Context: an optimization exercise on an open-source flow, tuned for small area. The choices shown serve that exercise and are no tape-out recipe.
Function was checked by simulation only, so behaviour that the tests miss may differ from the original.
No activity file was given, so power comes from the tool's default toggle rates.

<file path="design/flow/design.v">
module weight_unpack(packed_byte, weights);
  input [7:0] packed_byte;
  wire [7:0] packed_byte;
  output [8:0] weights;
  wire [8:0] weights;
  wire n0;
  wire n1;
  wire n10;
  wire n100;
  wire n101;
  wire n102;
  wire n103;
  wire n104;
  wire n105;
  wire n106;
  wire n107;
  wire n108;
  wire n109;
  wire n11;
  wire n110;
  wire n111;
  wire n112;
  wire n113;
  wire n114;
  wire n115;
  wire n116;
  wire n117;
  wire n118;
  wire n119;
  wire n12;
  wire n120;
  wire n121;
  wire n122;
  wire n123;
  wire n124;
  wire n125;
  wire n126;
  wire n127;
  wire n128;
  wire n129;
  wire n13;
  wire n130;
  wire n131;
  wire n132;
  wire n133;
  wire n134;
  wire n135;
  wire n136;
  wire n137;
  wire n138;
  wire n139;
  wire n14;
  wire n140;
  wire n141;
  wire n142;
  wire n143;
  wire n144;
  wire n145;
  wire n146;
  wire n147;
  wire n148;
  wire n149;
  wire n15;
  wire n150;
  wire n16;
  wire n17;
  wire n18;
  wire n19;
  wire n2;
  wire n20;
  wire n21;
  wire n22;
  wire n23;
  wire n24;
  wire n25;
  wire n26;
  wire n27;
  wire n28;
  wire n29;
  wire n3;
  wire n30;
  wire n31;
  wire n32;
  wire n33;
  wire n34;
  wire n35;
  wire n36;
  wire n37;
  wire n38;
  wire n39;
  wire n4;
  wire n40;
  wire n41;
  wire n42;
  wire n43;
  wire n44;
  wire n45;
  wire n46;
  wire n47;
  wire n48;
  wire n49;
  wire n5;
  wire n50;
  wire n51;
  wire n52;
  wire n53;
  wire n54;
  wire n55;
  wire n56;
  wire n57;
  wire n58;
  wire n59;
  wire n6;
  wire n60;
  wire n61;
  wire n62;
  wire n63;
  wire n64;
  wire n65;
  wire n66;
  wire n67;
  wire n68;
  wire n69;
  wire n7;
  wire n70;
  wire n71;
  wire n72;
  wire n73;
  wire n74;
  wire n75;
  wire n76;
  wire n77;
  wire n78;
  wire n79;
  wire n8;
  wire n80;
  wire n81;
  wire n82;
  wire n83;
  wire n84;
  wire n85;
  wire n86;
  wire n87;
  wire n88;
  wire n89;
  wire n9;
  wire n90;
  wire n91;
  wire n92;
  wire n93;
  wire n94;
  wire n95;
  wire n96;
  wire n97;
  wire n98;
  wire n99;
  wire [7:0] q;
  assign n133 = 4'h1 >> { packed_byte[5], packed_byte[6] };
  assign n132 = 4'h2 >> { n133, packed_byte[7] };
  assign n131 = 4'h8 >> { n133, packed_byte[7] };
  assign n130 = 4'h4 >> { n132, packed_byte[5] };
  assign n129 = 4'h2 >> { n130, packed_byte[6] };
  assign n128 = 4'h2 >> { n132, packed_byte[5] };
  assign n127 = 4'h1 >> { n128, packed_byte[4] };
  assign n126 = 4'h2 >> { n127, n129 };
  assign n125 = 4'h1 >> { n126, n131 };
  assign n124 = 4'h1 >> { n125, packed_byte[4] };
  assign n123 = 4'h1 >> { n129, n131 };
  assign n122 = 4'h8 >> { n123, packed_byte[4] };
  assign n121 = 4'h1 >> { n122, n124 };
  assign n120 = 4'h4 >> { n121, packed_byte[3] };
  assign n119 = 4'h1 >> { n128, n130 };
  assign n118 = 4'h1 >> { n119, n124 };
  assign n117 = 4'h4 >> { n131, packed_byte[4] };
  assign n116 = 4'h1 >> { n117, n118 };
  assign n115 = 4'h1 >> { n116, n120 };
  assign n114 = 4'h1 >> { n123, n126 };
  assign n113 = 4'h2 >> { n114, n116 };
  assign n112 = 4'h1 >> { n113, n115 };
  assign n111 = 4'h1 >> { n114, n115 };
  assign n110 = 4'h1 >> { n111, packed_byte[3] };
  assign n109 = 4'h8 >> { n113, packed_byte[3] };
  assign n108 = 4'h1 >> { n109, n110 };
  assign n107 = 4'h4 >> { n108, packed_byte[2] };
  assign n106 = 4'h1 >> { n110, n121 };
  assign n105 = 4'h8 >> { n114, n120 };
  assign n104 = 4'h1 >> { n105, n106 };
  assign n103 = 4'h1 >> { n104, n107 };
  assign n102 = 4'h1 >> { n103, n112 };
  assign n101 = 4'h2 >> { n102, packed_byte[7] };
  assign n100 = 4'h8 >> { n101, n133 };
  assign n99 = 4'h2 >> { n102, n131 };
  assign n97 = 4'h1 >> { n98, n132 };
  assign n96 = 4'h1 >> { n101, n132 };
  assign n95 = 4'h1 >> { n102, packed_byte[2] };
  assign n94 = 4'h1 >> { n106, n112 };
  assign n93 = 4'h8 >> { n94, packed_byte[2] };
  assign n92 = 4'h1 >> { n93, n95 };
  assign n91 = 4'h4 >> { n92, packed_byte[1] };
  assign n90 = 4'h1 >> { n95, n108 };
  assign n89 = 4'h8 >> { n107, n112 };
  assign n88 = 4'h1 >> { n89, n90 };
  assign n87 = 4'h1 >> { n88, n91 };
  assign n86 = 4'h1 >> { n94, n103 };
  assign n85 = 4'h1 >> { n86, n87 };
  assign n84 = 4'h4 >> { n101, n111 };
  assign n83 = 4'h2 >> { n84, n125 };
  assign n82 = 4'h1 >> { n83, n98 };
  assign n81 = 4'h4 >> { n102, n132 };
  assign n80 = 4'h1 >> { n81, n101 };
  assign n79 = 4'h4 >> { n80, n111 };
  assign n78 = 4'h4 >> { n79, n85 };
  assign n77 = 4'h1 >> { n78, n82 };
  assign n76 = 4'h1 >> { n79, n82 };
  assign n75 = 4'h2 >> { n82, n85 };
  assign n74 = 4'h1 >> { n75, n76 };
  assign n72 = 4'h4 >> { n73, n85 };
  assign n71 = 4'h1 >> { n76, n85 };
  assign n69 = 4'h1 >> { n70, n75 };
  assign n68 = 4'h2 >> { n86, n88 };
  assign n67 = 4'h1 >> { n68, n87 };
  assign n66 = 4'h1 >> { n85, packed_byte[1] };
  assign n65 = 4'h8 >> { n68, packed_byte[1] };
  assign n64 = 4'h1 >> { n65, n66 };
  assign n63 = 4'h4 >> { n64, packed_byte[0] };
  assign n62 = 4'h1 >> { n66, n92 };
  assign n61 = 4'h8 >> { n86, n91 };
  assign n60 = 4'h1 >> { n61, n62 };
  assign n59 = 4'h1 >> { n60, n63 };
  assign n58 = 4'h1 >> { n59, n67 };
  assign n57 = 4'h2 >> { n58, n80 };
  assign n56 = 4'h8 >> { n57, n69 };
  assign n55 = 4'h8 >> { n69, n80 };
  assign n54 = 4'h4 >> { n55, n58 };
  assign n53 = 4'h8 >> { n70, n80 };
  assign n52 = 4'h1 >> { n53, n101 };
  assign n51 = 4'h1 >> { n52, n111 };
  assign n50 = 4'h8 >> { n52, n111 };
  assign n49 = 4'h1 >> { n50, n51 };
  assign n48 = 4'h4 >> { n52, n111 };
  assign n47 = 4'h2 >> { n52, n111 };
  assign n46 = 4'h1 >> { n47, n48 };
  assign n43 = 4'h4 >> { n44, n45 };
  assign n41 = 4'h1 >> { n43, n42 };
  assign n40 = 4'h8 >> { n41, n73 };
  assign n39 = 4'h1 >> { n41, n73 };
  assign weights[7] = 4'h1 >> { n39, n40 };
  assign n38 = 4'h8 >> { n43, n42 };
  assign weights[6] = 4'h1 >> { n38, n41 };
  assign n37 = 4'h1 >> { n70, n80 };
  assign n36 = 4'h1 >> { n37, n53 };
  assign n35 = 4'h1 >> { n43, n58 };
  assign n34 = 4'h8 >> { n35, n69 };
  assign n33 = 4'h1 >> { n34, n36 };
  assign weights[5] = 4'h1 >> { n33, n45 };
  assign n32 = 4'h8 >> { n44, n58 };
  assign n31 = 4'h1 >> { n32, n35 };
  assign n30 = 4'h8 >> { n31, weights[5] };
  assign n29 = 4'h1 >> { n35, n69 };
  assign n28 = 4'h4 >> { n29, n30 };
  assign n27 = 4'h1 >> { n34, n40 };
  assign weights[4] = 4'h4 >> { n27, n28 };
  assign n26 = 4'h1 >> { n31, weights[5] };
  assign n25 = 4'h1 >> { n26, n40 };
  assign n24 = 4'h4 >> { n25, n30 };
  assign n23 = 4'h1 >> { n30, n40 };
  assign n22 = 4'h4 >> { n23, n26 };
  assign n21 = 4'h4 >> { n60, n67 };
  assign n20 = 4'h2 >> { n64, packed_byte[0] };
  assign n19 = 4'h2 >> { n20, n21 };
  assign n18 = 4'h1 >> { n40, n59 };
  assign n17 = 4'h4 >> { n18, n19 };
  assign n16 = 4'h8 >> { n21, packed_byte[0] };
  assign n15 = 4'h8 >> { n58, packed_byte[0] };
  assign n13 = 4'h4 >> { n14, n64 };
  assign n12 = 4'h2 >> { n63, n67 };
  assign n11 = 4'h2 >> { n12, n60 };
  assign n10 = 4'h1 >> { n11, n59 };
  assign n9 = 4'h2 >> { n58, n63 };
  assign n8 = 4'h1 >> { n9, n10 };
  assign n7 = 4'h4 >> { n8, n13 };
  assign n6 = 4'h1 >> { n19, n59 };
  assign n4 = 4'h4 >> { n5, n40 };
  assign n3 = 4'h1 >> { n58, packed_byte[0] };
  assign n2 = 4'h1 >> { n3, n14 };
  assign n1 = 4'h2 >> { n20, n59 };
  assign n0 = 4'h8 >> { n60, n63 };
  assign n150 = 4'h1 >> { n0, n1 };
  assign n149 = 4'h4 >> { n150, n14 };
  assign n148 = 4'h4 >> { n2, n64 };
  assign n147 = 4'h1 >> { n148, n10 };
  assign n145 = 4'h8 >> { n146, n2 };
  assign n144 = 4'h1 >> { n21, packed_byte[0] };
  assign n143 = 4'h8 >> { n60, packed_byte[0] };
  assign n142 = 4'h2 >> { n143, n64 };
  assign n141 = 4'h4 >> { n142, n144 };
  assign weights[1] = 4'h1 >> { n140, n40 };
  assign n139 = 4'h2 >> { n67, packed_byte[0] };
  assign n138 = 4'h1 >> { n139, n63 };
  assign n137 = 4'h2 >> { n138, n60 };
  assign n136 = 4'h1 >> { n137, n40 };
  assign n135 = 4'h4 >> { n136, n1 };
  assign n134 = 4'h1 >> { n146, n40 };
  assign weights[8] = 4'h1 >> { n40, n42 };
  assign n98 = 4'he >> { n100, n99 };
  assign n42 = 4'he >> { n97, n96 };
  assign n73 = 4'hb >> { n77, n74 };
  assign n70 = 4'he >> { n72, n71 };
  assign n45 = 4'he >> { n56, n54 };
  assign n44 = 4'hb >> { n49, n46 };
  assign weights[3] = 4'he >> { n24, n22 };
  assign n14 = 4'he >> { n16, n15 };
  assign n5 = 4'hb >> { n7, n6 };
  assign weights[2] = 4'he >> { n17, n4 };
  assign n146 = 4'hb >> { n149, n147 };
  assign n140 = 4'he >> { n145, n141 };
  assign weights[0] = 4'he >> { n135, n134 };
  assign q[7:6] = 2'h0;
endmodule
module mac_row (
    input  logic clk,
    input  logic [2:0] w,
    input  logic [7:0] act,
    input  logic fresh,
    output logic [16:0] head
);
    logic [3:0][16:0] ring;
    logic [8:0] mag;
    logic [8:0] x;
    logic [9:0] t;
    logic [16:0] base;
    logic [17:0] c;
    logic [16:0] sum;
    always_comb begin
        case (w[1:0])
            2'd1: mag = {act[7], act[7], act[7:1]};
            2'd2: mag = {act[7], act};
            2'd3: mag = {act, 1'b0};
            default: mag = 9'd0;
        endcase
    end
    assign x = mag ^ {9{w[2]}};
    assign t = {~x[8], x};
    assign base = fresh ? 17'd0 : ring[0];
    assign c[0] = w[2];
    genvar i;
    generate
        for (i = 0; i < 10; i++) begin : g_add
            assign sum[i] = base[i] ^ t[i] ^ c[i];
            assign c[i+1] = (base[i] & t[i]) | (c[i] & (base[i] ^ t[i]));
        end
        for (i = 10; i < 17; i++) begin : g_inc
            assign sum[i] = base[i] ^ c[i];
            assign c[i+1] = base[i] & c[i];
        end
    endgenerate
    always_ff @(posedge clk) begin
        ring <= {sum, ring[3:1]};
    end
    assign head = ring[0];
endmodule
module matmul_top (
    input  logic clk,
    input  logic reset,
    input  logic [7:0] weight_in,
    input  logic [7:0] act_in,
    input  logic read_req,
    output logic read_ack,
    output logic [7:0] out_data,
    output logic out_valid
);
    localparam logic [2:0] st_idle = 3'd0;
    localparam logic [2:0] st_drain = 3'd1;
    localparam logic [2:0] st_capture = 3'd2;
    localparam logic [2:0] st_ack = 3'd3;
    localparam logic [2:0] st_stream = 3'd4;
    logic [9:0] cyc;        
    logic [1:0] slice;
    logic [7:0] nblk;       
    logic [2:0] state;
    logic end_seen;
    logic busy;             
    logic [1:0] frem;       
    logic late;             
    logic late_next;
    logic flush, capture, fresh, inj, stream_done;
    assign flush = (slice == 2'd3);
    assign capture = (state == st_capture);
    assign read_ack = (state == st_ack);
    assign fresh = (frem != 2'd0);
    assign slice = cyc[1:0];
    assign nblk = cyc[9:2];
    assign inj = capture | (busy & (cyc[9:2] == 8'd0) & (cyc[1:0] != 2'd3));
    assign out_valid = busy & (cyc != 10'd0);
    assign stream_done = ~busy;
    always_ff @(posedge clk) begin
        if (reset) begin
            cyc <= {8'hff, 2'd0};
        end else if (capture) begin
            cyc <= 10'd0;
        end else begin
            cyc <= cyc + 10'd1;
        end
    end
    always_ff @(posedge clk) begin
        if (reset) begin
            busy <= 1'b0;
        end else if (capture) begin
            busy <= 1'b1;
        end else if (cyc == 10'd48) begin
            busy <= 1'b0;
        end
    end
    always_ff @(posedge clk) begin
        if (reset) begin
            state <= st_idle;
            end_seen <= 1'b0;
        end else begin
            case (state)
                st_idle: if (read_req) state <= st_drain;
                st_drain: if (flush && end_seen) state <= st_capture;
                st_capture: state <= st_ack;
                st_ack: if (!read_req) state <= st_stream;
                st_stream: if (stream_done) state <= st_idle;
                default: state <= st_idle;
            endcase
            if (state == st_idle) begin
                end_seen <= flush;
            end else if (state == st_drain && flush) begin
                end_seen <= 1'b1;
            end
        end
    end
    always_ff @(posedge clk) begin
        if (reset) begin
            frem <= 2'd2;
        end else if (capture) begin
            frem <= 2'd1;
        end else if (flush && frem != 2'd0) begin
            frem <= frem - 2'd1;
        end
    end
    always_ff @(posedge clk) begin
        late <= late_next;
    end
    logic [7:0] ncap;
    always_ff @(posedge clk) begin
        if (capture) begin
            ncap <= nblk;
        end
    end
    logic [8:0] wdec;
    logic [8:0] wl1, wl2, wl3;
    logic [11:0][2:0] wcur;
    logic [7:0] d1, d2, d3;
    logic [7:0] act;
    logic [7:0] act_d4;
    weight_unpack u_unpack (
        .packed_byte (weight_in),
        .weights     (wdec)
    );
    always_ff @(posedge clk) begin
        wl1 <= wdec;
        wl2 <= wl1;
        wl3 <= wl2;
        d1 <= act_in;
        d2 <= d1;
        d3 <= d2;
        act_d4 <= d3;
    end
    always_ff @(posedge clk) begin
        if (flush) begin
            wcur <= {wdec, wl1, wl2, wl3};
        end
    end
    assign late_next = capture | (late & ~flush);
    always_ff @(posedge clk) begin
        act <= late_next ? act_d4 : d3;
    end
    logic [11:0][16:0] head;
    genvar r, k;
    generate
        for (r = 0; r < 12; r++) begin : g_row
            mac_row u_row (
                .clk   (clk),
                .w     (wcur[r]),
                .act   (act),
                .fresh (fresh),
                .head  (head[r])
            );
        end
    endgenerate
    logic [45:1][7:0] conv;
    generate
        for (k = 1; k < 45; k++) begin : g_conv
            if (k % 4 == 1) begin : g_inj
                always_ff @(posedge clk) begin
                    conv[k] <= inj ? head[k / 4][16:9] : conv[k + 1];
                end
            end else begin : g_shift
                always_ff @(posedge clk) begin
                    conv[k] <= conv[k + 1];
                end
            end
        end
    endgenerate
    always_ff @(posedge clk) begin
        conv[45] <= head[11][16:9];
    end
    always_ff @(posedge clk) begin
        out_data <= conv[1] - ncap;
    end
endmodule
</file>
<file path="design/flow/flow/run.sh">
#!/bin/bash
set -euo pipefail
export CTS_ARGS="-sink_clustering_enable -repair_clock_nets -buf_list sky130_fd_sc_hd__clkbuf_4 -sink_clustering_size 12 -sink_clustering_max_diameter 35 -dont_use_dummy_load"
bash standard.sh > standard_flow.log 2>&1
</file>
<file path="design/flow/standard.sh">
#!/bin/bash
# synth_recipe.tcl (not shown) runs the flow's synth.tcl, then flattens the netlist and writes it again
# the make line also repeats each setting of config.mk as NAME=value (left out here)
make -C /OpenROAD-flow-scripts/flow DESIGN_CONFIG=/design/flow/config.mk WORK_HOME=/design/flow/orfs CLKGATE_MAP_FILE= SYNTH_SCRIPT=/design/flow/synth_recipe.tcl "${@:-finish}"
</file>
<file path="design/flow/config.mk">
export PLATFORM = sky130hd
export DESIGN_NAME = matmul_top
export DESIGN_NICKNAME = matmul_top
export VERILOG_FILES = /design/flow/design.v
export SDC_FILE = /design/flow/constraint.sdc
export NUM_CORES = 4
export LEC_CHECK = 0
export ABC_AREA = 1
export CAP_MARGIN = 20
export CORE_MARGIN = 2
export CORE_UTILIZATION = 65
export CTS_BUF_LIST = sky130_fd_sc_hd__clkbuf_16
export CTS_CLUSTER_DIAMETER = 65
export CTS_CLUSTER_SIZE = 25
export SLEW_MARGIN = 20
</file>
<file path="design/flow/constraint.sdc">
create_clock -name core_clock -period 8.0 [get_ports {clk}]
set_input_delay 1.6000 -clock core_clock [delete_from_list [all_inputs] [get_ports {clk}]]
set_output_delay 1.6000 -clock core_clock [all_outputs]
set_load 0.01 [all_outputs]
</file>
==> impl_results.md, run 1 <==
* Layout cells sized above 1 at 10.2%
* Library cells used by synthesis at 39
* Vias/cell at 4.85
* Maximum vdd drop at 228 uV
* Total die area at 58,200 um^2
* Die height at 241 um
* Routed Antenna Nets at 0
* Register area at 26,700 um^2
* Clock sink total at 1,313
* Post-Synth Simple-Gate Area at 4.61%
* PwrDens at 359 nW/um^2
* Slew Viols, Final at 0
* Vias in the first global route at 17,600
* WS Path Type: reg2reg
* YS warnings at 2
* Final HPWL DP at 32,800 um
* # nets final at 3,073
* Wire per inst at 14.3 um
* CTS tree: yes
* Worst Path Required at 8880 ps
* Die Span X at 241 um
* Status: no timing/DRC/antenna violations
* Clock Latency Late Sink at 980 ps
* Mapped cell area at 36,600 um^2
* First-pass GRT wire length at 84,900 um
* Fin Clk Skew at 110 ps
* H-Tree Depth at 4
* Critical Path Sink Type: flip-flop
* Post-synthesis mux area share at 2.96%
* Area grow syn2layout at 5.91%
* Worst setup margin at 1280 ps
* Vias at 17,500
* Final Setup Violations at 0
* Worst setup path startpoint: act[0]$_DFF_P_
* Slack of the worst reg-to-reg path at 1280 ps
* Slew @ Worst Pin at 1130 ps
* Register area share after synthesis at 73.1%
* Setup TNS at 0 ps
* Ys flop type: dfxtp_1
* FF-to-FF Start: act[0]$_DFF_P_
* Largest net degree at the start of global routing at 58
* Worst setup path endpoint: g_row[0].u_row.ring[66]$_DFF_P_
* Synth Area in Compound Gates at 3.54%
* Row count at 86
* Fin. Hold Viols at 0
* Initial Utilization at 66.0%
* GR Util met3 at 4.49%
* Tmin final at 6720 ps
* CTS clk-pin slew, worst paths at 110 ps
* Max Fanout on Critical Path at 24
* Largest family of logic cells by synthesized area: adder cells
* Routability Congestion at 0.831
* GRT overflow at 0
* Longest Clk Path Bufs at 3
* Number of synthesized flops with an enable pin at 44
* XOR/XNOR Fraction of Synth Area at 3.09%
* Max cap viols at 0
* Syn Inst Count at 2,741
* Avg Cell Area, Syn at 13.3 um^2
* Total Power at 0.0139 W
* GRT busiest layer: met2
* Pre-CTS setup slack at 1300 ps
* Post_cts resized at 0
* CTS Buf Count at 145
* Worst Hold Class: reg2reg
* Yosys reg bits at 1,313
* Port bufs at 28
* CP Launch Type: flip-flop
* Drt pass-1 iters at 5
* CORE AREA at 55,400 um^2
* Wirelength, routed at 51,500 um
* 1st-iter DRT viols at 975
* Area of the multi-input gates at 8490 um^2
* DRC viols at 0
* Worst slew margin at 24.6%
* Ports at 29
* Synthesized-area fraction occupied by adder cells at 8.94%
* M1 GR Usage at 24.0%
* Syn Nets at 2,956
* Total Routing Usage GR at 18.7%
* FILL cells at 3,981
* Clock Tree Root: clkbuf_4
* Reg2reg end: g_row[0].u_row.ring[66]$_DFF_P_
* Max Clk Rate at 149 MHz
* Postcts setup bufs at 0
* Hold_buf cts at 0
* Fin crit share at 84.0%
* CP arrival at 7600 ps
* Leak Pwr at 17.1 nW
* Initial antenna violation count at 2
* RSZ-0062 raised after global routing: no
* Worst R2R Path Depth at 20
* Async SR Flop Fraction at 0%
* GR Layer Usage met2 at 30.1%
-- final cells by class --
type	instances	share of cell area (%)
multi-input combinational	1057	21.9
inverter	304	2.95
antenna	7	0.0452
sequential	1313	69.0
timing repair buffer	37	0.898
clock buffer	145	2.81
tap	748	2.42
-- per-layer routing --
layer	routed length, um	share of wire (%)	vias to the layer above
met2	24200	47	368
li1	-	-	8781
met5	0	0	-
met1	23600	46	8231
met4	1330	2.6	0
met3	2500	4.9	119
-- critical path, cell delays in order, from the launching register on --
cell     delay [ps]
dfxtp_1         310
inv_1           650
o21ai_0         350
nand2_1         130
o21ai_0         150
fa_1            500
fa_1            460
fa_1            480
fa_1            470
fa_1            460
fa_1            470
fa_1            500
fa_1            440
inv_1            90
fa_1            180
ha_1            150
ha_1            150
ha_1            150
ha_1            150
ha_1            150
ha_1            230
-- logic make-up (layout without fill, tap and decap cells) --
logic type / after synthesis / count (layout)
compound gates: 224 / 224
xor+xnor: 129 / 129
fa+ha+maj: 196 / 196
buf+inv: 371 / 486
flops: 1313 / 1313
mux: 96 / 96
other cells: 0 / 7
simple gates: 412 / 412
-- report_power, final --
| group | internal (W) | switching [W] | leakage (nW) | total [W] |
|---|---|---|---|---|
| Clock | 0.000838 | 0.00178 | 0.667 | 0.00262 |
| Combinational | 0.000896 | 0.00148 | 5.60 | 0.00238 |
| Sequential | 0.00839 | 0.000523 | 10.8 | 0.00891 |
-- metrics by stage --
| step | instances | hold slack [ps] | area, um^2 | utilization (%) |
|---|---|---|---|---|
| floorplan | 2741 | 310 | 36600 | - |
| global placement | 3459 | 309 | 37600 | 67.9 |
| detailed placement | 3459 | 312 | 37600 | 67.9 |
| CTS | 3604 | 251 | 38700 | 69.9 |
| global route | 3609 | 259 | 38700 | 69.9 |
| finish | 3611 | 255 | 38700 | 69.9 |
-- cell usage in the layout, fill, tap and decap left out, types with 18 or more instances in the layout --
| master | count |
|---|---|
| clkbuf_4 | 145 |
| nor2_1 | 58 |
| xnor2_1 | 30 |
| xor2_1 | 99 |
| mux2_2 | 96 |
| o21ai_0 | 43 |
| a21oi_1 | 87 |
| fa_1 | 109 |
| o22ai_1 | 66 |
| nand2_2 | 18 |
| ha_1 | 85 |
| inv_1 | 297 |
| clkdlybuf4s50_1 | 28 |
| edfxtp_1 | 44 |
| nand2_1 | 296 |
| dfxtp_1 | 1269 |
-- sequential cells by signal (all words and copies together), names as in the netlist --
signal	cells
out_data	8
ncap	8
act_d4	8
wl3	9
wl1	9
frem	2
cyc	10
wcur	36
d2	8
g_row.u_row.ring	816
d3	8
state	3
conv	360
wl2	9
end_seen	1
busy	1
act	8
d1	8
late	1
-- worst min path at each step --
stage	start	to	slack, ps	depth (start not counted)
final	g_row[2].u_row.ring[54]$_DFF_P_	g_row[2].u_row.ring[37]$_DFF_P_	250	0
after global routing	g_row[4].u_row.ring[52]$_DFF_P_	g_row[4].u_row.ring[35]$_DFF_P_	260	0
after CTS	g_row[4].u_row.ring[52]$_DFF_P_	g_row[4].u_row.ring[35]$_DFF_P_	250	0
after detailed placement	g_row[10].u_row.ring[49]$_DFF_P_	g_row[10].u_row.ring[32]$_DFF_P_	310	0
after global placement	g_row[8].u_row.ring[20]$_DFF_P_	g_row[8].u_row.ring[3]$_DFF_P_	310	0
after floorplan	conv[112]$_DFF_P_	conv[104]$_DFF_P_	310	0
-- synth_stat cells, drive strengths merged, types with 30 or more instances --
cell	count	share of area, %
o22ai	66	1.1
xnor2	30	0.72
inv	304	3.1
mux2	96	3.0
fa	109	6.0
a21oi	88	1.2
dfxtp	1269	69
ha	87	3.0
nand2	319	3.5
clkbuf	48	0.49
nor2	60	0.64
xor2	99	2.4
o21ai	46	0.65
edfxtp	44	3.6
==> run 2: changes to the inputs <==
==> design/flow/flow/run.sh (replaced) <==
#!/bin/bash
set -euo pipefail
export CTS_ARGS="-sink_clustering_enable -repair_clock_nets -buf_list sky130_fd_sc_hd__clkbuf_4 -sink_clustering_size 12 -sink_clustering_max_diameter 35 -dont_use_dummy_load"
export BUFFER_PORTS_ARGS="-buffer_cell sky130_fd_sc_hd__buf_1"
bash standard.sh > standard_flow.log 2>&1
==> run 2 against run 1 <==
Against the previous run: first-iteration DRC count down 17%; critical endpoint is now g_row[10].u_row.ring[67]$_DFF_P_; critical path depth did not move; hold slack is essentially flat; final area is 0.41% lower; clock-buffer cell count rose by 5; total power is essentially flat; via count is essentially flat; synthesized cell count unchanged; cell count is essentially flat; clock skew is 11 ps higher; combinational power down 2%.
==> impl_results.md, run 2 <==
* Total Routing Usage GR at 18.7%
* Worst Path Buf+Inv at 2
* # nets final at 3,076
* Most frequent cell on the critical path: fa_1
* Status: no timing/DRC/antenna violations
* Cell taking the most area after synthesis: dfxtp_1
* Clock sink total at 1,313
* Max Clk Rate at 148 MHz
* CTS Buf Count at 150
* Async SR Flop Fraction at 0%
* Ports at 29
* Port bufs at 28
* Setup TNS at 0 ps
* Fin crit share at 84.6%
* Worst R2R Path Depth at 20
* M1 GR Usage at 23.7%
* CORE AREA at 55,400 um^2
* Row count at 86
* Library cells used by synthesis at 39
* CP arrival at 7670 ps
* Tmin final at 6770 ps
* CTS tree: yes
* Area grow syn2layout at 5.48%
* Worst Path Required at 8900 ps
* Largest delay share family, worst path: adder cells
* Final Setup Violations at 0
* Ys flop type: dfxtp_1
* Mapped cell area at 36,600 um^2
* Worst Hold Class: reg2reg
* Die Span X at 241 um
* FILL cells at 4,020
* GR Util met3 at 4.57%
* Largest cells by area after synthesis: dfxtp_1, fa_1, edfxtp_1, inv_1, nand2_1
* Worst-path cell chain: inv_2 -> o22ai_1 -> o21ai_0 -> fa_1 -> fa_1 -> fa_1 -> fa_1 -> fa_1 -> fa_1 -> fa_1 -> fa_1 -> inv_1 -> fa_1 -> ha_1 -> ha_1 -> ha_1 -> ha_1 -> ha_1 -> ha_1 -> xnor2_1
* Drt pass-1 iters at 5
* Vias at 17,500
* Hold_buf cts at 0
* Most numerous cell in the Yosys netlist: dfxtp_1
* Wirelength, routed at 51,200 um
* CTS clk-pin slew, worst paths at 120 ps
* Fin. Hold Viols at 0
* DRC viols at 0
* Postcts setup bufs at 0
* Clock Tree Root: clkbuf_4
* Max Fanout on Critical Path at 28
* Wire per inst at 14.2 um
* YS warnings at 2
* Total die area at 58,200 um^2
* Most frequent cells in the layout: dfxtp_1, inv_1, nand2_1
* Leak Pwr at 17.1 nW
* Syn Nets at 2,956
* Layout cells sized above 1 at 10.3%
* GR Layer Usage met2 at 30.4%
* Hold Path Depth at 0
* Avg Cell Area, Syn at 13.3 um^2
* Yosys top cell area share at 69.4%
* Clock Latency Late Sink at 990 ps
* Yosys reg bits at 1,313
* Register area share after synthesis at 73.1%
* Synth cell count leaders: dfxtp_1, inv_1, nand2_1, fa_1, xor2_1
* CP max stage delay at 660 ps
* Register area at 26,700 um^2
* Die height at 241 um
* Largest net degree at the start of global routing at 65
* Slowest stage cell, crit path: dfxtp_1
* Maximum vdd drop at 280 uV
* Commonest non-fill, non-tap cell in the layout: dfxtp_1
* Initial antenna violation count at 2
* Critical Path Sink Type: flip-flop
* Worst slew margin at 25.4%
* PwrDens at 360 nW/um^2
* H-Tree Depth at 4
* Final HPWL DP at 32,200 um
* Area of the multi-input gates at 8490 um^2
* Initial Utilization at 66.0%
* Max reg flops at 816
* Biggest regs: g_row.u_row.ring: 816 flops, conv: 360 flops, wcur: 36 flops
* Total number of cells along the worst setup path at 20
* Vias/cell at 4.84
* RSZ-0062 raised after global routing: no
* WS Path Type: reg2reg
* Slew @ Worst Pin at 1120 ps
* CP Launch Type: flip-flop
* Routability Congestion at 0.777
* First-pass GRT wire length at 85,400 um
* Syn Inst Count at 2,741
* Vias in the first global route at 17,900
* Longest Clk Path Bufs at 3
* 1st-iter DRT viols at 806
* Top reg by flops: g_row.u_row.ring
* Slew Viols, Final at 0
* Max cap viols at 0
* Routed Antenna Nets at 0
* GRT overflow at 0
* GRT busiest layer: met2
* Fin Clk Skew at 121 ps
* Placed instance count at 3,457
* Post_cts resized at 0
* Number of synthesized flops with an enable pin at 44
* Finished Layout Cells at 3,612
## run 2: routing by layer
metal  vias to the layer above  share of wire (%)
met5                         -                  0
met4                         0                3.1
met3                       131                4.3
met2                       363                 47
met1                      8207                 46
li1                       8787                  -
## run 2: per-stage QoR
stage	hold slack, ps	total power, W	instance area [um^2]	worst slack [ps]	util [%]
after detailed placement	312	0.0114	37400	1100	67.6
after floorplan	310	0.0106	36600	1880	-
after global routing	251	0.0148	38600	847	69.6
after global placement	310	0.0113	37400	1420	67.6
final	255	0.0139	38600	1230	69.6
after CTS	237	0.0141	38600	1150	69.6
## run 2: layout make-up
cell class	count	share of cell area (%)
Tap cell	748	2.43
Antenna cell	5	0.0324
Sequential cell	1313	69.3
Clock buffer	150	2.92
Timing Repair Buffer	35	0.409
Multi-Input combinational cell	1057	22.0
Inverter	304	2.96
## run 2: power by group
part | internal [W] | switching (W)
registers | 0.00839 | 0.000527
logic | 0.000858 | 0.00147
clock network | 0.000865 | 0.00179
## run 2: cells by family after synthesis
kind of cell	after synthesis	synth area share (%)
AO/OA/AOI/OAI	224	3.54
flip-flops	1313	73.1
adder cells (fa/ha/maj)	196	8.94
XOR/XNOR	129	3.09
multiplexers	96	2.96
AND/OR/NAND/NOR	412	4.61
buffers and inverters	371	3.81
## run 2: worst paths after layout
kind / slack [ps] / from / to
worst max-delay path: 1230 / act[1]$_DFF_P_ / g_row[10].u_row.ring[67]$_DFF_P_
worst min-delay path: 260 / g_row[2].u_row.ring[51]$_DFF_P_ / g_row[2].u_row.ring[34]$_DFF_P_
worst max register to register: 1230 / act[1]$_DFF_P_ / g_row[10].u_row.ring[67]$_DFF_P_
worst min register to register: 260 / g_row[2].u_row.ring[51]$_DFF_P_ / g_row[2].u_row.ring[34]$_DFF_P_
==> run 3: changes to the inputs <==
--- a/design/flow/config.mk
+++ b/design/flow/config.mk
@@ -10,6 +10,4 @@
 export CORE_MARGIN = 2
 export CORE_UTILIZATION = 65
-export CTS_BUF_LIST = sky130_fd_sc_hd__clkbuf_16
-export CTS_CLUSTER_DIAMETER = 65
-export CTS_CLUSTER_SIZE = 25
+export GPL_ROUTABILITY_DRIVEN = 0
 export SLEW_MARGIN = 20
==> run 3 against run 2 <==
Against the previous run: still clean on timing, DRC and antenna; hold slack unchanged; synthesized area unchanged; clock skew unchanged; final area unchanged; sequential share of layout area unchanged; non-clock buffer count unchanged; clock power about the same; clock-buffer cell count unchanged; combinational power about the same; largest cell class unchanged; largest power group unchanged.
==> impl_results.md, run 3 <==
* Number of synthesized flops with an enable pin at 44
* Synth Area in Compound Gates at 3.54%
* Largest cells by area after synthesis: dfxtp_1, fa_1, edfxtp_1, inv_1, nand2_1
* Async SR Flop Fraction at 0%
* Max reg flops at 816
* Drt pass-1 iters at 5
* PwrDens at 360 nW/um^2
* Vias in the first global route at 17,900
* Sw power at 0.00379 W
* Commonest non-fill, non-tap cell in the layout: dfxtp_1
* Worst setup path startpoint: act[1]$_DFF_P_
* Leak Pwr at 17.1 nW
* Final HPWL DP at 32,200 um
* Wire per inst at 14.2 um
* Biggest regs: g_row.u_row.ring: 816 flops, conv: 360 flops, wcur: 36 flops
* Tmin final at 6770 ps
* WS Path Type: reg2reg
* Mapped cell area at 36,600 um^2
* Hold Crit Start: g_row[2].u_row.ring[51]$_DFF_P_
* Area grow syn2layout at 5.48%
* Most numerous cell in the Yosys netlist: dfxtp_1
* Critical Path Sink Type: flip-flop
* Worst Hold Class: reg2reg
* Slack of the worst reg-to-reg path at 1230 ps
* Initial Utilization at 66.0%
* Synthesized-area fraction occupied by adder cells at 8.94%
* Yosys top cell area share at 69.4%
* Most frequent cells in the layout: dfxtp_1, inv_1, nand2_1
* Finished Core Util at 69.6%
* Register area share after synthesis at 73.1%
* Layout cells sized above 1 at 10.3%
* # nets final at 3,076
* Hold Path Depth at 0
* Vias/cell at 4.84
* Clock Latency Late Sink at 990 ps
* Largest family of logic cells by synthesized area: adder cells
* 1st-iter DRT viols at 806
* Hold_buf cts at 0
* DRC viols at 0
* P_int at 0.0101 W
* Longest Clk Path Bufs at 3
* Max cap viols at 0
* Max Clk Rate at 148 MHz
* H-Tree Depth at 4
* Die height at 241 um
* Initial antenna violation count at 2
* Total Routing Usage GR at 18.7%
* Row count at 86
* Wirelength, routed at 51,200 um
* Syn Nets at 2,956
* Avg Cell Area, Syn at 13.3 um^2
* Setup TNS at 0 ps
* Fin Clk Skew at 121 ps
* Postcts setup bufs at 0
* Total die area at 58,200 um^2
* CTS Buf Count at 150
* Reg2reg end: g_row[10].u_row.ring[67]$_DFF_P_
* FF-to-FF Start: act[1]$_DFF_P_
* GRT overflow at 0
* Largest net degree at the start of global routing at 65
* Sw Ratio at 27.3%
* Max Fanout on Critical Path at 28
* Status: no timing/DRC/antenna violations
* First-pass GRT wire length at 85,400 um
* Maximum vdd drop at 280 uV
* XOR/XNOR Fraction of Synth Area at 3.09%
* Logic pwr share at 16.8%
* Yosys reg bits at 1,313
* Slew @ Worst Pin at 1120 ps
* Slew Viols, Final at 0
* Clock sink total at 1,313
* Post_cts resized at 0
* Library cells used by synthesis at 39
* Die Span X at 241 um
* Fin crit share at 84.6%
* Vias at 17,500
* Worst slew margin at 25.4%
* Post-Synth Simple-Gate Area at 4.61%
* CTS tree: yes
* Final Setup Violations at 0
* Synth cell count leaders: dfxtp_1, inv_1, nand2_1, fa_1, xor2_1
* Routed Antenna Nets at 0
* Clock power frac at 19.1%
* Ys flop type: dfxtp_1
* YS warnings at 2
* Ports at 29
* CP arrival at 7670 ps
* Fin. Hold Viols at 0
* CP Launch Type: flip-flop
* Cell taking the most area after synthesis: dfxtp_1
* Sequential share of power at 64.1%
* Syn Inst Count at 2,741
* Clock Tree Root: clkbuf_4
* Post-synthesis mux area share at 2.96%
* Worst R2R Path Depth at 20
* Top reg by flops: g_row.u_row.ring
* Worst Path Required at 8900 ps
* CORE AREA at 55,400 um^2
* RSZ-0062 raised after global routing: no
* Hold Path Sink: g_row[2].u_row.ring[34]$_DFF_P_
* Port bufs at 28
* CTS clk-pin slew, worst paths at 120 ps
==> run 3: logic make-up after synthesis <==
family,after synthesis
buf+inv,371
flops,1313
xor+xnor,129
fa+ha+maj,196
simple gates,412
mux,96
compound gates,224
==> run 3: final cells by class <==
type                       instances  area [um^2]
fill                            4020        16800
timing repair buffer              35          158
sequential                      1313        26700
multi-input combinational       1057         8490
tap                              748          936
inverter                         304         1140
antenna                            5         12.5
clock buffer                     150         1130
==> run 3: worst max-delay path, stage by stage (launching register included) <==
cell and delay, ps:
dfxtp_1 660, inv_2 400, o22ai_1 350, o21ai_0 210
fa_1 510, fa_1 470, fa_1 460, fa_1 470
fa_1 460, fa_1 460, fa_1 470, fa_1 430
inv_1 90, fa_1 200, ha_1 160, ha_1 150
ha_1 160, ha_1 170, ha_1 180, ha_1 170
xnor2_1 110
==> run 3: power groups by stage <==
stage               Sequential (W)  Clock, W  Combinational [W]
global placement           0.00901         0            0.00229
global route               0.00909   0.00305            0.00270
finish                     0.00892   0.00266            0.00233
CTS                        0.00894   0.00280            0.00238
detailed placement         0.00907         0            0.00234
floorplan                  0.00883         0            0.00173
==> run 3: how the worst max path moves through the flow <==
stage	endpoint	depth (start not counted)
floorplan	g_row[0].u_row.ring[66]$_DFF_P_	23
global placement	g_row[10].u_row.ring[66]$_DFF_P_	19
detailed placement	g_row[10].u_row.ring[66]$_DFF_P_	19
CTS	g_row[10].u_row.ring[67]$_DFF_P_	20
global route	g_row[10].u_row.ring[67]$_DFF_P_	20
finish	g_row[10].u_row.ring[67]$_DFF_P_	20
==> run 3: metal layers <==
| metal | track usage (%) | wire [um] | vias up |
|---|---|---|---|
| met5 | 0 | 0 | - |
| met4 | 9.20 | 1600 | 0 |
| met3 | 4.57 | 2220 | 131 |
| met2 | 30.4 | 24100 | 363 |
| met1 | 23.7 | 23300 | 8207 |
| li1 | - | - | 8787 |
==> run 3: stage by stage <==
stage	cells	hold slack (ps)	area [um^2]	setup slack [ps]	power, W
4_1_cts	3607	237	38600	1150	0.0141
5_1_grt	3612	251	38600	847	0.0148
2_1_floorplan	2741	310	36600	1880	0.0106
3_3_place_gp	3457	310	37400	1420	0.0113
6_report	3612	255	38600	1230	0.0139
3_5_place_dp	3457	312	37400	1100	0.0114
==> run 4: changes to the inputs <==
--- a/design/flow/config.mk
+++ b/design/flow/config.mk
@@ -10,4 +10,4 @@
 export CORE_MARGIN = 2
 export CORE_UTILIZATION = 65
-export GPL_ROUTABILITY_DRIVEN = 0
+export GPL_TIMING_DRIVEN = 0
 export SLEW_MARGIN = 20
==> run 4 against run 3 <==
Against the previous run: combinational power up 8.6%; sequential power down 0.4%; still clean; clock power about the same; critical path type unchanged; total power up 1.2%; critical endpoint is now g_row[0].u_row.ring[66]$_DFF_P_; synthesized area unchanged; fmax down 9.7%.
==> impl_results.md, run 4 <==
* Number of synthesized flops with an enable pin at 44
* Vias in the first global route at 18,400
* Initial antenna violation count at 1
* Max Clk Rate at 133 MHz
* Yosys top cell area share at 69.4%
* Postcts setup bufs at 0
* CP max stage delay at 610 ps
* Port bufs at 28
* Largest net degree at the start of global routing at 30
* Maximum vdd drop at 244 uV
* Leak Pwr at 17.1 nW
* Max reg flops at 816
* Top reg by flops: g_row.u_row.ring
* Syn Nets at 2,956
* YS warnings at 2
* Worst Hold Class: reg2reg
* Area grow syn2layout at 6.01%
* 1st-iter DRT viols at 1,290
* Drt pass-1 iters at 10
* Most frequent cells in the layout: dfxtp_1, inv_1, nand2_1
* Most numerous cell in the Yosys netlist: dfxtp_1
* DRC viols at 0
* Clock Tree Root: clkbuf_4
* Worst setup margin at 507 ps
* WS Path Type: reg2reg
* Fin Clk Skew at 128 ps
* Longest Clk Path Bufs at 3
* Placed instance count at 3,518
* Max cap viols at 0
* CP Launch Type: flip-flop
* Wirelength, routed at 56,500 um
* Yosys reg bits at 1,313
* Clock sink total at 1,313
* Total die area at 58,200 um^2
* Register area share after synthesis at 73.1%
* Async SR Flop Fraction at 0%
* Wire per inst at 15.4 um
* Layout cells sized above 1 at 9.83%
* Biggest regs: g_row.u_row.ring: 816 flops, conv: 360 flops, wcur: 36 flops
* Synth cell count leaders: dfxtp_1, inv_1, nand2_1, fa_1, xor2_1
* Tmin final at 7490 ps
* Final HPWL DP at 37,400 um
* Worst setup path startpoint: act[1]$_DFF_P_
* First-pass GRT wire length at 90,900 um
* Clock Latency Late Sink at 1000 ps
* Commonest non-fill, non-tap cell in the layout: dfxtp_1
* Ports at 29
* Critical Path Sink Type: flip-flop
* Hold Crit Start: g_row[11].u_row.ring[53]$_DFF_P_
* Mapped cell area at 36,600 um^2
* Slowest stage cell, crit path: clkbuf_1
* Worst-path cell chain: clkbuf_1 -> inv_2 -> buf_1 -> o22ai_1 -> a21oi_1 -> xor2_1 -> fa_1 -> fa_1 -> fa_1 -> fa_1 -> fa_1 -> fa_1 -> fa_1 -> fa_1 -> inv_1 -> fa_1 -> ha_1 -> ha_1 -> ha_1 -> ha_1 -> ha_1 -> ha_1
* Worst slew margin at 27.5%
* Syn Inst Count at 2,741
* Avg Cell Area, Syn at 13.3 um^2
* Max Fanout on Critical Path at 10
* Vias/cell at 4.90
* Initial Utilization at 66.0%
* Most frequent cell on the critical path: fa_1
* Library cells used by synthesis at 39
* Finished Layout Cells at 3,671
* CP arrival at 8330 ps
* RSZ-0062 raised after global routing: no
* Largest cells by area after synthesis: dfxtp_1, fa_1, edfxtp_1, inv_1, nand2_1
* Slew @ Worst Pin at 1090 ps
* Cell taking the most area after synthesis: dfxtp_1
* Vias at 18,000
* # nets final at 3,136
* H-Tree Depth at 4
* Row count at 86
* FF-to-FF Start: act[1]$_DFF_P_
* Routed Antenna Nets at 0
* CTS clk-pin slew, worst paths at 120 ps
* Total Routing Usage GR at 20.4%
* Worst Path Required at 8830 ps
* Routability Congestion at 0.886
* Status: no timing/DRC/antenna violations
* Die height at 241 um
* Die Span X at 241 um
* Pre-CTS setup slack at 246 ps
* CTS tree: yes
* CTS Buf Count at 149
* Setup TNS at 0 ps
* Slew Viols, Final at 0
* PwrDens at 363 nW/um^2
* Ys flop type: dfxtp_1
* Final Setup Violations at 0
* CORE AREA at 55,400 um^2
* Fin crit share at 93.7%
* Fin. Hold Viols at 0
* GRT overflow at 0
run 4: power by group:
group / internal, W / total (W) / switching (W)
registers: 0.00839 / 0.00888 / 0.000491
logic: 0.000875 / 0.00253 / 0.00165
clock network: 0.000860 / 0.00267 / 0.00181
total: 0.0101 / 0.0141 / 0.00395
run 4: repair_timing:
action	in CTS	in global routing
endpoints found under the hold margin	0	0
hold buffers	0	0
endpoints found under the setup margin	0	7
resized for setup	0	6
run 4: routing by layer:
metal / wire (um) / share of wire [%] / vias to the layer above / GRT usage (%)
li1: - / - / 8916 / -
met1: 24700 / 44 / 8391 / 26.2
met2: 26300 / 47 / 512 / 33.1
met3: 3830 / 6.8 / 172 / 5.25
met4: 1660 / 2.9 / 0 / 8.85
met5: 0 / 0 / - / 0
run 4: cells by family (layout without fill, tap and decap cells):
| kind of cell | Yosys count | count (layout) | share of synthesized area, % |
|---|---|---|---|
| flops | 1313 | 1313 | 73.1 |
| simple gates | 412 | 412 | 4.61 |
| buf+inv | 371 | 549 | 3.81 |
| compound gates | 224 | 224 | 3.54 |
| fa+ha+maj | 196 | 196 | 8.94 |
| xor+xnor | 129 | 129 | 3.09 |
| mux | 96 | 96 | 2.96 |
| other cells | 0 | 4 | 0 |
run 4: worst paths after layout:
check	end	cells past startpoint	slack [ps]
min	g_row[11].u_row.ring[36]$_DFF_P_	0	230
min reg2reg	g_row[11].u_row.ring[36]$_DFF_P_	0	230
max	g_row[0].u_row.ring[66]$_DFF_P_	22	510
max reg2reg	g_row[0].u_row.ring[66]$_DFF_P_	22	510
run 4: worst max-delay path, delay by kind of cell (launching register included):
kind,cells,cell delay [ps]
fa+ha+maj,15,4970
buf+inv,4,1530
flops,1,330
compound gates,2,310
xor+xnor,1,200
run 4: stage by stage:
| step | total power [W] | util (%) | area, um^2 | hold WS, ps |
|---|---|---|---|---|
| 2_1_floorplan | 0.0106 | - | 36600 | 310 |
| 3_3_place_gp | 0.0114 | 67.9 | 37600 | 309 |
| 3_5_place_dp | 0.0116 | 67.9 | 37600 | 312 |
| 4_1_cts | 0.0143 | 70.0 | 38800 | 233 |
| 5_1_grt | 0.0150 | 70.0 | 38800 | 232 |
| 6_report | 0.0141 | 70.0 | 38800 | 229 |
run 4: final cells by class:
class	count	area, um^2
timing repair buffer	29	125
buffer	67	254
clock buffer	149	1120
multi-input combinational	1057	8470
fill	4022	16600
inverter	304	1140
sequential	1313	26700
tap	748	936
antenna	4	10.0

==> afterwards: timing with drivers on the ports <==
Ports are ideal in the flow. The routed layouts listed here were re-timed in OpenROAD. Step 1 assumes that a clkbuf_16 drives the clock port and a buf_2 every other input. Step 2 times the ports against the registers' clock, not the clock port: input delays grow and output delays shrink by t, the midpoint of the rising clock arrivals with the driver on. a / b / c = no drivers / after step 1 / after step 2; a / b = the first two.
| run | shift t [ns] | slack for setup (ns) | worst hold slack (ns) | worst data-port slew with drivers (ns) |
|---|---|---|---|---|
| run 1 | 0.994 | 1.277 / 1.277 / 1.277 | 0.255 / 0.255 / 0.255 | 0.03 |
| run 2 | 0.984 | 1.235 / 1.235 / 1.235 | 0.255 / 0.255 / 0.255 | 0.03 |
| run 3 | 0.984 | 1.235 / 1.235 / 1.235 | 0.255 / 0.255 / 0.255 | 0.03 |
| run 4 | 0.996 | 0.507 / 0.507 / 0.507 | 0.229 / 0.229 / 0.229 | 0.03 |
After both steps setup and hold are still met in every run listed.
